This design comes from an exercise in tuning for a short achievable clock period and few clock cycles on the open sky130 flow, not from production work.
Only simulation tests tie the RTL to the original design; equivalence was not proved.
Power is estimated from default activity; no workload was simulated.

## north
==> flow/design.v <==
package bpq_pkg;
   localparam int FIELD_VALUE_W = 32;
   localparam int FIELD_PRIO_W  = 8;
   localparam int STATUS_W      = 2;
   localparam int FILL_W        = 5;
   localparam logic OP_PUSH = 1'b0;
   localparam logic OP_POP  = 1'b1;
   localparam logic [STATUS_W-1:0] STATUS_OK    = 2'd0;
   localparam logic [STATUS_W-1:0] STATUS_FULL  = 2'd1;
   localparam logic [STATUS_W-1:0] STATUS_EMPTY = 2'd2;
   typedef struct packed {
      logic accept;
      logic scan_issue;
      logic scan_end;
      logic shift_wr;
      logic finish_pop;
      logic emit;
   } cmd_type;
   typedef struct packed {
      logic req_pop;
      logic full;
      logic empty;
      logic scan_last;
      logic shift_done;
      logic out_free;
   } stat_type;
endpackage
module bounded_priority_queue_fifo_tiebreak #(
   parameter int QUEUE_DEPTH    = 16,
   parameter int VALUE_WIDTH    = 32,
   parameter int PRIORITY_WIDTH = 8
) (
   input  logic                                     clock,
   input  logic                                     reset,
   input  logic                                     req_valid,
   output logic                                     req_ready,
   input  logic                                     req_opcode,
   input  logic signed [bpq_pkg::FIELD_VALUE_W-1:0] req_in_value,
   input  logic        [bpq_pkg::FIELD_PRIO_W-1:0]  req_in_priority,
   output logic                                     rsp_valid,
   input  logic                                     rsp_ready,
   output logic        [bpq_pkg::STATUS_W-1:0]      rsp_status,
   output logic signed [bpq_pkg::FIELD_VALUE_W-1:0] rsp_out_value,
   output logic        [bpq_pkg::FIELD_PRIO_W-1:0]  rsp_out_priority,
   output logic        [bpq_pkg::FILL_W-1:0]        rsp_fill_count
);
   localparam int D     = QUEUE_DEPTH;
   localparam int VW    = bpq_pkg::FIELD_VALUE_W;
   localparam int PW    = bpq_pkg::FIELD_PRIO_W;
   localparam int SW    = bpq_pkg::STATUS_W;
   localparam int FW    = bpq_pkg::FILL_W;
   localparam int RW    = SW + VW + PW + FW;    
   localparam int NBUF  = 3;                    
   logic rdy;
   logic acc;
   assign acc = req_valid & rdy;
   logic          a_v;
   logic          a_op;
   logic          a_rd;      
   logic [VW-1:0] a_val;
   logic [PW-1:0] a_pri;
   logic [D-1:0]  a_g;       
   logic          a_g_b;     
   logic          a_g_a;     
   logic [VW-1:0] b_val;
   logic [PW-1:0] b_pri;
   logic [D-1:0]  m_new, m_prev, m_keep;    
   logic [D-1:0]  p_new, p_prev, p_keep;
   logic [D-1:0][VW-1:0] q_val;
   logic [D-1:0][PW-1:0] q_pri;
   logic [D-1:0]         q_v;
   logic [D:0]           fill_oh;
   logic [FW-1:0]        fill_push, fill_pop;
   logic [D-1:0] g;
   always_comb begin
      for (int i = 0; i < D; i++) begin
         g[i] = q_v[i] & (q_pri[i] >= req_in_priority);
      end
   end
   always_ff @(posedge clock) begin
      a_op  <= req_opcode;
      a_rd  <= req_opcode & req_valid;
      a_val <= req_in_value;
      a_pri <= req_in_priority;
      a_g   <= g;
      a_g_b <= (b_pri >= req_in_priority);
      a_g_a <= (a_pri >= req_in_priority);
      if (reset) a_v <= 1'b0;
      else       a_v <= acc;
   end
   logic [D-1:0][VW-1:0] n_val;
   logic [D-1:0][PW-1:0] n_pri;
   logic [D-1:0]         n_v;
   logic [D-1:0]         m_next;
   always_comb begin
      for (int i = 0; i < D; i++) begin
         m_next[i] = ~(m_new[i] | m_prev[i] | m_keep[i]);
         n_val[i] = ({VW{m_keep[i]}} & q_val[i]) | ({VW{m_new[i]}} & b_val);
         n_pri[i] = ({PW{m_keep[i]}} & q_pri[i]) | ({PW{m_new[i]}} & b_pri);
         n_v[i]   = (m_keep[i] & q_v[i]) | m_new[i];
         if (i < D - 1) begin
            n_val[i] = n_val[i] | ({VW{m_next[i]}} & q_val[i+1]);
            n_pri[i] = n_pri[i] | ({PW{m_next[i]}} & q_pri[i+1]);
            n_v[i]   = n_v[i]   | (m_next[i] & q_v[i+1]);
         end
         if (i > 0) begin
            n_val[i] = n_val[i] | ({VW{m_prev[i]}} & q_val[i-1]);
            n_pri[i] = n_pri[i] | ({PW{m_prev[i]}} & q_pri[i-1]);
            n_v[i]   = n_v[i]   | (m_prev[i] & q_v[i-1]);
         end
      end
   end
   logic [D-1:0] g1, ge;
   logic [D-1:0] p_next;
   logic         a_push, a_pop;
   logic [D-1:0] d_new, d_prev, d_keep;
   always_comb begin
      for (int i = 0; i < D; i++) begin
         p_next[i] = ~(p_new[i] | p_prev[i] | p_keep[i]);
         g1[i] = (p_keep[i] & a_g[i]) | (p_new[i] & a_g_b);
         if (i < D - 1) g1[i] = g1[i] | (p_next[i] & a_g[i+1]);
         if (i > 0)     g1[i] = g1[i] | (p_prev[i] & a_g[i-1]);
      end
      for (int i = 0; i < D; i++) begin
         ge[i] = (m_keep[i] & g1[i]) | (m_new[i] & a_g_a);
         if (i < D - 1) ge[i] = ge[i] | (m_next[i] & g1[i+1]);
         if (i > 0)     ge[i] = ge[i] | (m_prev[i] & g1[i-1]);
      end
      a_push = a_v & (a_op == bpq_pkg::OP_PUSH) & ~n_v[D-1];
      a_pop  = a_v & (a_op == bpq_pkg::OP_POP)  &  n_v[0];
      for (int i = 0; i < D; i++) begin
         if (i == 0) begin
            d_new[i]  = a_push & ~ge[0];
            d_prev[i] = 1'b0;
         end else begin
            d_new[i]  = a_push & ~ge[i] &  ge[i-1];
            d_prev[i] = a_push & ~ge[i] & ~ge[i-1];
         end
         d_keep[i] = ~(a_pop | (a_push & ~ge[i]));
      end
   end
   always_ff @(posedge clock) begin
      b_val <= a_val;
      b_pri <= a_pri;
      q_val <= n_val;
      q_pri <= n_pri;
      if (reset) begin
         m_new  <= '0;
         m_prev <= '0;
         m_keep <= '1;
         p_new  <= '0;
         p_prev <= '0;
         p_keep <= '1;
         q_v    <= '0;
      end else begin
         m_new  <= d_new;
         m_prev <= d_prev;
         m_keep <= d_keep;
         p_new  <= m_new;
         p_prev <= m_prev;
         p_keep <= m_keep;
         q_v    <= n_v;
      end
   end
   logic [D:0]       r_fill_oh;
   logic [D:0]       k_fill_oh;
   logic [FW-1:0]    k_fill_push, k_fill_pop;
   logic [SW-1:0]    r_status;
   logic [VW-1:0]    r_val;
   logic [PW-1:0]    r_pri;
   logic [FW-1:0]    r_fill;
   logic [RW-1:0]    r_all;
   always_comb begin
      r_val     = {VW{a_rd & n_v[0]}} & n_val[0];
      r_pri     = {PW{a_rd & n_v[0]}} & n_pri[0];
      r_fill_oh = fill_oh;
      if (a_op == bpq_pkg::OP_PUSH) begin
         r_status = n_v[D-1] ? bpq_pkg::STATUS_FULL : bpq_pkg::STATUS_OK;
         if (!fill_oh[D]) r_fill_oh = {fill_oh[D-1:0], 1'b0};
      end else begin
         r_status = n_v[0] ? bpq_pkg::STATUS_OK : bpq_pkg::STATUS_EMPTY;
         if (!fill_oh[0]) r_fill_oh = {1'b0, fill_oh[D:1]};
      end
      r_fill = (a_op == bpq_pkg::OP_PUSH) ? fill_push : fill_pop;
      r_all  = {r_status, r_val, r_pri, r_fill};
      k_fill_oh   = a_v ? r_fill_oh : fill_oh;
      k_fill_push = FW'(D);
      k_fill_pop  = '0;
      for (int k = 0; k < D; k++) begin
         k_fill_push = k_fill_oh[k]   ? FW'(k + 1) : k_fill_push;
         k_fill_pop  = k_fill_oh[k+1] ? FW'(k)     : k_fill_pop;
      end
   end
   logic [NBUF-1:0][RW-1:0] f_data;
   logic [1:0]              f_wr, f_rd, f_rd1;
   logic [1:0]              f_cnt;
   logic                    take;
   logic [RW-1:0]           o_stay, o_step;
   logic [RW-1:0]           o_data;
   logic                    o_v;
   logic [2:0]              held;
   logic                    rdy_in;
   assign take  = o_v & rsp_ready;
   assign f_rd1 = (f_rd == 2'(NBUF - 1)) ? 2'd0 : f_rd + 2'd1;
   assign o_stay = (f_cnt == 2'd0) ? r_all : f_data[f_rd];
   assign o_step = (f_cnt == 2'd1) ? r_all : f_data[f_rd1];
   always_ff @(posedge clock) begin
      if (a_v) f_data[f_wr] <= r_all;
      o_data <= take ? o_step : o_stay;
      if (reset) begin
         fill_oh <= (D+1)'(1);
         fill_push <= FW'(1);
         fill_pop  <= '0;
         f_wr  <= 2'd0;
         f_rd  <= 2'd0;
         f_cnt <= 2'd0;
         o_v   <= 1'b0;
      end else begin
         fill_oh   <= k_fill_oh;
         fill_push <= k_fill_push;
         fill_pop  <= k_fill_pop;
         if (a_v)  f_wr <= (f_wr == 2'(NBUF - 1)) ? 2'd0 : f_wr + 2'd1;
         if (take) f_rd <= f_rd1;
         f_cnt <= f_cnt + 2'(a_v) - 2'(take);
         o_v   <= (f_cnt != 2'd0 && !(f_cnt == 2'd1 && take)) | a_v;
      end
   end
   assign held = 3'(a_v) + 3'(f_cnt);
   always_comb begin
      case (held)
         3'd0, 3'd1: rdy_in = 1'b1;
         3'd2:       rdy_in = ~acc | take;
         3'd3:       rdy_in = ~acc & take;
         default:    rdy_in = 1'b0;
      endcase
   end
   always_ff @(posedge clock) begin
      if (reset) rdy <= 1'b1;
      else       rdy <= rdy_in;
   end
   assign req_ready        = rdy;
   assign rsp_valid        = o_v;
   assign rsp_status       = o_data[RW-1 -: SW];
   assign rsp_out_value    = o_data[VW+PW+FW-1 -: VW];
   assign rsp_out_priority = o_data[PW+FW-1 -: PW];
   assign rsp_fill_count   = o_data[FW-1:0];
endmodule
Settings: LEC_CHECK=0, ABC_CLOCK_PERIOD_IN_PS=1500, CAP_MARGIN=20, CORE_MARGIN=2, CORE_UTILIZATION=50, CTS_CLUSTER_DIAMETER=70, CTS_CLUSTER_SIZE=25, SETUP_SLACK_MARGIN=3.3, SLEW_MARGIN=20; clock period 5.0 ns.
run.sh (not shown) runs the stock make flow with config.mk's settings and CLKGATE_MAP_FILE= SYNTH_SCRIPT=/design/flow/synth_recipe.tcl, a recipe that flattens the netlist after the stock synthesis.
Testbench counts of north, summed over its fixed seeds: cycles 24,016.
Relative to north, the following input files were edited for south:
Settings: swapping 50 for 45 in CORE_UTILIZATION; clearing CTS_CLUSTER_DIAMETER, which used to be 70; clearing CTS_CLUSTER_SIZE, which used to be 25.
==> comparison <==
south completed; timing, DRC and antenna clean
In south relative to north, count of clock buffers in the final design had gone up by more than 100%.
Of north and south, the higher met1 wire length belongs to south.
Going from north to south, final worst setup slack down 0.028 ns, arrival time of data at the critical path endpoint up 0.03 ns.
The width of the die in south was higher than what north gave.
south ended up with a higher clock share of power than north did.
| total met2 wirelength after detailed routing | higher: north |
The depth of the worst hold-timing path was comparable across north and south.
Input-level comparison between east and south:
Settings: CORE_UTILIZATION: 45 -> 50.
[summary]
- Looking only at number of vias per cell, and setting everything else aside, the higher value of east and south goes to east.
- east reports its end point of the critical path as rsp_out_value[18] while south reports rsp_out_priority[7].
- east and south ended up with nearly the same switching fraction of total power.
- The total power of east exceeds that of south by 1.8%.
- Where worst setup slack after placement is concerned, south is better than east.
- Re setup slack: east is 0.016 ns down on south.
- south fits on a die that is larger than the die of east.
- Via count of the routed design: south vs east — no meaningful difference
- Going from south to east, number of non-clock buffers grows by 40.

re-timing with driven ports:
In the flow no input, the clock included, has a driving cell. The finished layouts below were timed again as built, in two steps.
Step 1 assumes that a clkbuf_16 drives the clock port and a buf_2 every other input.
Step 2, shift: input delay + t, output delay - t, t = (earliest + latest rising clock arrival at the registers) / 2. This alone moves slack from input paths to output paths.
a / b / c = ideal ports / drivers / drivers and shift; a / b = the first two.
run	t (ns)	setup WS [ns]	clock arrival spread, ns
north	0.720	2.842 / 2.776 / 2.405	0.055 / 0.055
south	0.765	2.814 / 2.747 / 2.413	0.027 / 0.028
east	0.768	2.798 / 2.727 / 2.337	0.047 / 0.046
After both steps setup and hold are still met in every run listed. For east, which loses most, drivers alone change the setup slack by -0.071 ns; drivers and shift together by -0.461 ns.
